Background: an optimization exercise with open tools, aiming at small area and a short achievable clock period. Do not read the settings as production practice. The RTL was checked by simulation tests, not by an equivalence proof against the original design.

## oak
## simple_ntt_core
module simple_ntt_core #(
  parameter int data_width      = 32,
  parameter int max_buffer_size = 4,
  parameter int modulus         = 3329,
  parameter int root            = 1729
) (
  input  logic                               clk,
  input  logic                               reset,
  input  logic [data_width-1:0]              input_buffer0,
  input  logic [data_width-1:0]              input_buffer1,
  input  logic [data_width-1:0]              input_buffer2,
  input  logic [data_width-1:0]              input_buffer3,
  input  logic [$clog2(max_buffer_size)-1:0] index,
  output logic [data_width-1:0]              output_buffer
);
For scale: about 58 flip-flops, about 160 I/O pins.
clock: 55.0 ns
lec_check: 0
cap_margin: 20
core_margin: 2
core_utilization: 40
cts_buf_list: sky130_fd_sc_hd__clkbuf_4
slew_margin: 20
synth_hierarchical: 1
synth_minimum_keep_size: 0
standard.sh (not shown) runs the stock make flow with config.mk's settings and CLKGATE_MAP_FILE= SYNTH_SCRIPT=/design/flow/synth_recipe.tcl, a recipe that flattens the netlist after the stock synthesis.
==> flow/flow/run.sh <==
#!/bin/bash
# The standard layout (standard.sh), except that the port buffers are
# made from the smallest buffer cell, and timing repair aims for a setup
# slack of 40 ns (a 15 ns period) instead of 0.
export BUFFER_PORTS_ARGS="-buffer_cell sky130_fd_sc_hd__buf_1"
export SETUP_SLACK_MARGIN=40
bash standard.sh > standard.log 2>&1
Input changes introduced in pine (baseline for comparison: oak):
- setting GPL_TIMING_DRIVEN to 1 for the first time
==> flow/flow/run.sh <==
#!/bin/bash
# The standard layout (standard.sh), except that the port buffers are
# made from the smallest buffer cell and the constant outputs share one tie cell.
export BUFFER_PORTS_ARGS="-buffer_cell sky130_fd_sc_hd__buf_1"
export SKIP_REPAIR_TIE_FANOUT=1
bash standard.sh > standard.log 2>&1
==> comparison <==
- [compare] base=oak new=pine: detailed-route wire length decreased by 790 µm relative to the old numbers; placed standard-cell area down 2.0%.
- Setup slack in pine is smaller than in oak.
- Of oak and pine, the run reporting the higher number of placed cells counting well taps was oak.
- Global-route wire length before repair: higher on oak
- Per the comparison of pine with oak, sum of met3 wire segment lengths after detailed routing +24%.
- Compared pine vs oak, and number of vias per cell is up in pine.
- As of pine, non-clock buffer count had fallen by more than 10% compared to oak.
- Taking oak as the reference point, the critical path depth of pine falls by 2.
--- input diff pine..birch ---
- GPL_TIMING_DRIVEN removed (was 1)
Findings:
birch: flow completed, timing, DRC and antenna clean
Compared pine against birch; routed length on met2 within noise.
As far as share of the final layout cell area in sequential cells goes, pine and birch are indistinguishable; the numbers are identical.
Any difference in number of core rows between birch and pine is small enough to ignore.
Xor-xnor portion of the synthesized cell area: pine vs birch identical
Input-level comparison between maple and birch:
==> flow/flow/run.sh <==
#!/bin/bash
# The standard layout (standard.sh), except that the port buffers are
# made from the smallest buffer cell instead of the one ORFS picks.
export BUFFER_PORTS_ARGS="-buffer_cell sky130_fd_sc_hd__buf_1"
bash standard.sh > standard.log 2>&1
Notes after the runs:
Post-route standard cell area excluding fillers was higher in the run labelled maple. Looking only at number of vias after detailed routing, and setting everything else aside, the higher value of birch and maple goes to maple. birch -> maple: tightest slew margin relative to the limit flat. [maple vs birch] wire length of the first global-routing pass: lower in maple.


Another version of the RTL of simple_ntt_core (not shown whole).
Size in the first run: ~770 cells after synthesis, about 56 flip-flops, roughly 160 I/O pins, roughly 10000 um^2 of cells after synthesis.
==> flow/config.mk <==
export PLATFORM = sky130hd
export DESIGN_NAME = simple_ntt_core
export DESIGN_NICKNAME = simple_ntt_core
export VERILOG_FILES = /design/flow/design.v
export SDC_FILE = /design/flow/constraint.sdc
export NUM_CORES = 4
export LEC_CHECK = 0
export CAP_MARGIN = 20
export CORE_MARGIN = 2
export CORE_UTILIZATION = 65
export CTS_BUF_LIST = sky130_fd_sc_hd__clkbuf_4 sky130_fd_sc_hd__clkbuf_8
export PLACE_DENSITY = 0.75
export SLEW_MARGIN = 20
export SYNTH_HIERARCHICAL = 1
export SYNTH_MINIMUM_KEEP_SIZE = 0
==> flow/constraint.sdc <==
create_clock -name core_clock -period 55.0 [get_ports {clk}]
set_input_delay 11.0000 -clock core_clock [delete_from_list [all_inputs] [get_ports {clk}]]
set_output_delay 11.0000 -clock core_clock [all_outputs]
set_load 0.01 [all_outputs]
==> flow/flow/run.sh <==
#!/bin/bash
# The standard layout (standard.sh), except that the port buffers are
# made from the smallest buffer cell and the constant outputs share one tie cell.
export BUFFER_PORTS_ARGS="-buffer_cell sky130_fd_sc_hd__buf_1"
export SKIP_REPAIR_TIE_FANOUT=1
bash standard.sh > standard.log 2>&1
The baseline completed with no timing, DRC or antenna violations.
Then changed:
CORE_UTILIZATION = 80   (was 65)
CTS_BUF_LIST = sky130_fd_sc_hd__clkbuf_8   (was sky130_fd_sc_hd__clkbuf_4 sky130_fd_sc_hd__clkbuf_8)
PLACE_DENSITY = 0.9   (was 0.75)
SLEW_MARGIN = 70   (was 20)
The new run passed the timing, design-rule and antenna checks.
Final area is higher by 0.35%.
Maximum frequency grows by 2.8%.
Via count increases by 4.7%.
Flip-flop and latch count does not change.
Global-route usage came out higher by 8.8 points.
Worst setup slack gets better by 0.45 ns.
Area after synthesis does not change.
Routed wire length came out higher by 12%.
Worst hold slack gains 0.040 ns.


## old
simple_ntt_core, a different RTL version from the one above (not shown whole).
Size in the first run: roughly 760 cells after synthesis, ~55 flip-flops, ~160 I/O pins.
clock: 55.0 ns
lec_check: 0
cap_margin: 20
core_margin: 2
core_utilization: 65
cts_buf_list: sky130_fd_sc_hd__clkbuf_8
place_density: 0.75
slew_margin: 70
synth_hierarchical: 1
synth_minimum_keep_size: 0
Scripts as last shown in full above: flow/flow/run.sh
old: full flow OK, the timing, design-rule and antenna checks passed
Inputs modified between old and new:
Settings: swapping 0.75 for 0.9 in PLACE_DENSITY; swapping 65 for 80 in CORE_UTILIZATION.
### Flow results
Compared with old, new shows a total met2 wirelength after detailed routing that is 13% higher. The run with more routed wire is new, not old. Taking old as the reference, in new instance area at placement lower. Across both runs, worst slack on hold paths was higher for new than for old. Compared with old, new degrades wire length of the first global-routing pass. Worst setup margin sits lower in new than in old.


simple_ntt_core with an RTL version that a note above also has.
Size: roughly 770 cells after synthesis, about 56 flip-flops.
==> flow/config.mk <==
export PLATFORM = sky130hd
export DESIGN_NAME = simple_ntt_core
export DESIGN_NICKNAME = simple_ntt_core
export VERILOG_FILES = /design/flow/design.v
export SDC_FILE = /design/flow/constraint.sdc
export NUM_CORES = 4
export LEC_CHECK = 0
export CAP_MARGIN = 70
export CORE_MARGIN = 2
export CORE_UTILIZATION = 65
export CTS_BUF_LIST = sky130_fd_sc_hd__clkbuf_8
export PLACE_DENSITY = 0.75
export SLEW_MARGIN = 20
export SYNTH_HIERARCHICAL = 1
export SYNTH_MINIMUM_KEEP_SIZE = 0
==> flow/constraint.sdc <==
create_clock -name core_clock -period 55.0 [get_ports {clk}]
set_input_delay 11.0000 -clock core_clock [delete_from_list [all_inputs] [get_ports {clk}]]
set_output_delay 11.0000 -clock core_clock [all_outputs]
set_load 0.01 [all_outputs]
Scripts as last shown in full above: flow/flow/run.sh
The first run produced a clean layout.
Edit:
Settings changed: CAP_MARGIN 70 to 20, SLEW_MARGIN 20 to 70.
Via count falls by 1.9%.
Design area barely changes.
Worst setup slack improved by 0.10 ns.
Synthesized area does not change.
Die area stays the same.
Routed wire length falls by 2.3%.
Register-to-register slack got worse by 0.10 ns.
Sequential share of layout area barely changes.
Edit:
Settings changed: SLEW_MARGIN 70 to 20.
The changed run ran to the end with no violations.
Sequential cell count does not change.
Die area is unchanged.
First-iteration DRC count climbs by 4.5%.
Via count climbs by 1.8%.
Clock-buffer cell count stays the same.
Wire length climbs by 1.4%.
Worst hold slack is worse by 0.012 ns.
Design area drops by 0.89%.
Area after synthesis stays the same.

static timing again, ports no longer ideal:
How much do the figures lean on ideal ports? The routed layouts below were timed once more, with nothing changed but the port constraints.
Step 1, drivers: a clkbuf_16 drives clk and a buf_2 each remaining input, both assumed.
Step 2, shift: input delay + t, output delay - t, t = (earliest + latest rising clock arrival at the registers) / 2. This alone moves slack from input paths to output paths.
a / b / c = ideal ports / drivers / drivers and shift; a / b = the first two.
run	t (ns)	setup WS [ns]	worst setup path after step 2
oak	0.468	39.809 / 39.764 / 39.297	input to register
pine	0.462	38.790 / 38.800 / 38.338	input to register
birch	0.462	38.790 / 38.800 / 38.338	input to register
maple	0.442	38.742 / 38.753 / 38.311	input to register
the first run of note 2	0.338	38.836 / 38.843 / 38.505	input to register
the second run of note 2	0.343	39.283 / 39.274 / 38.931	input to register
old	0.338	39.355 / 39.347 / 39.009	input to register
new	0.340	39.281 / 39.273 / 38.933	input to register
the first run of note 4	0.340	39.008 / 39.019 / 38.679	input to register
the second run of note 4	0.341	39.113 / 39.122 / 38.781	input to register
the third run of note 4	0.338	38.823 / 38.831 / 38.493	input to register
After both steps setup and hold are still met in every run listed. For oak, which loses most, drivers alone change the setup slack by -0.045 ns; drivers and shift together by -0.512 ns.
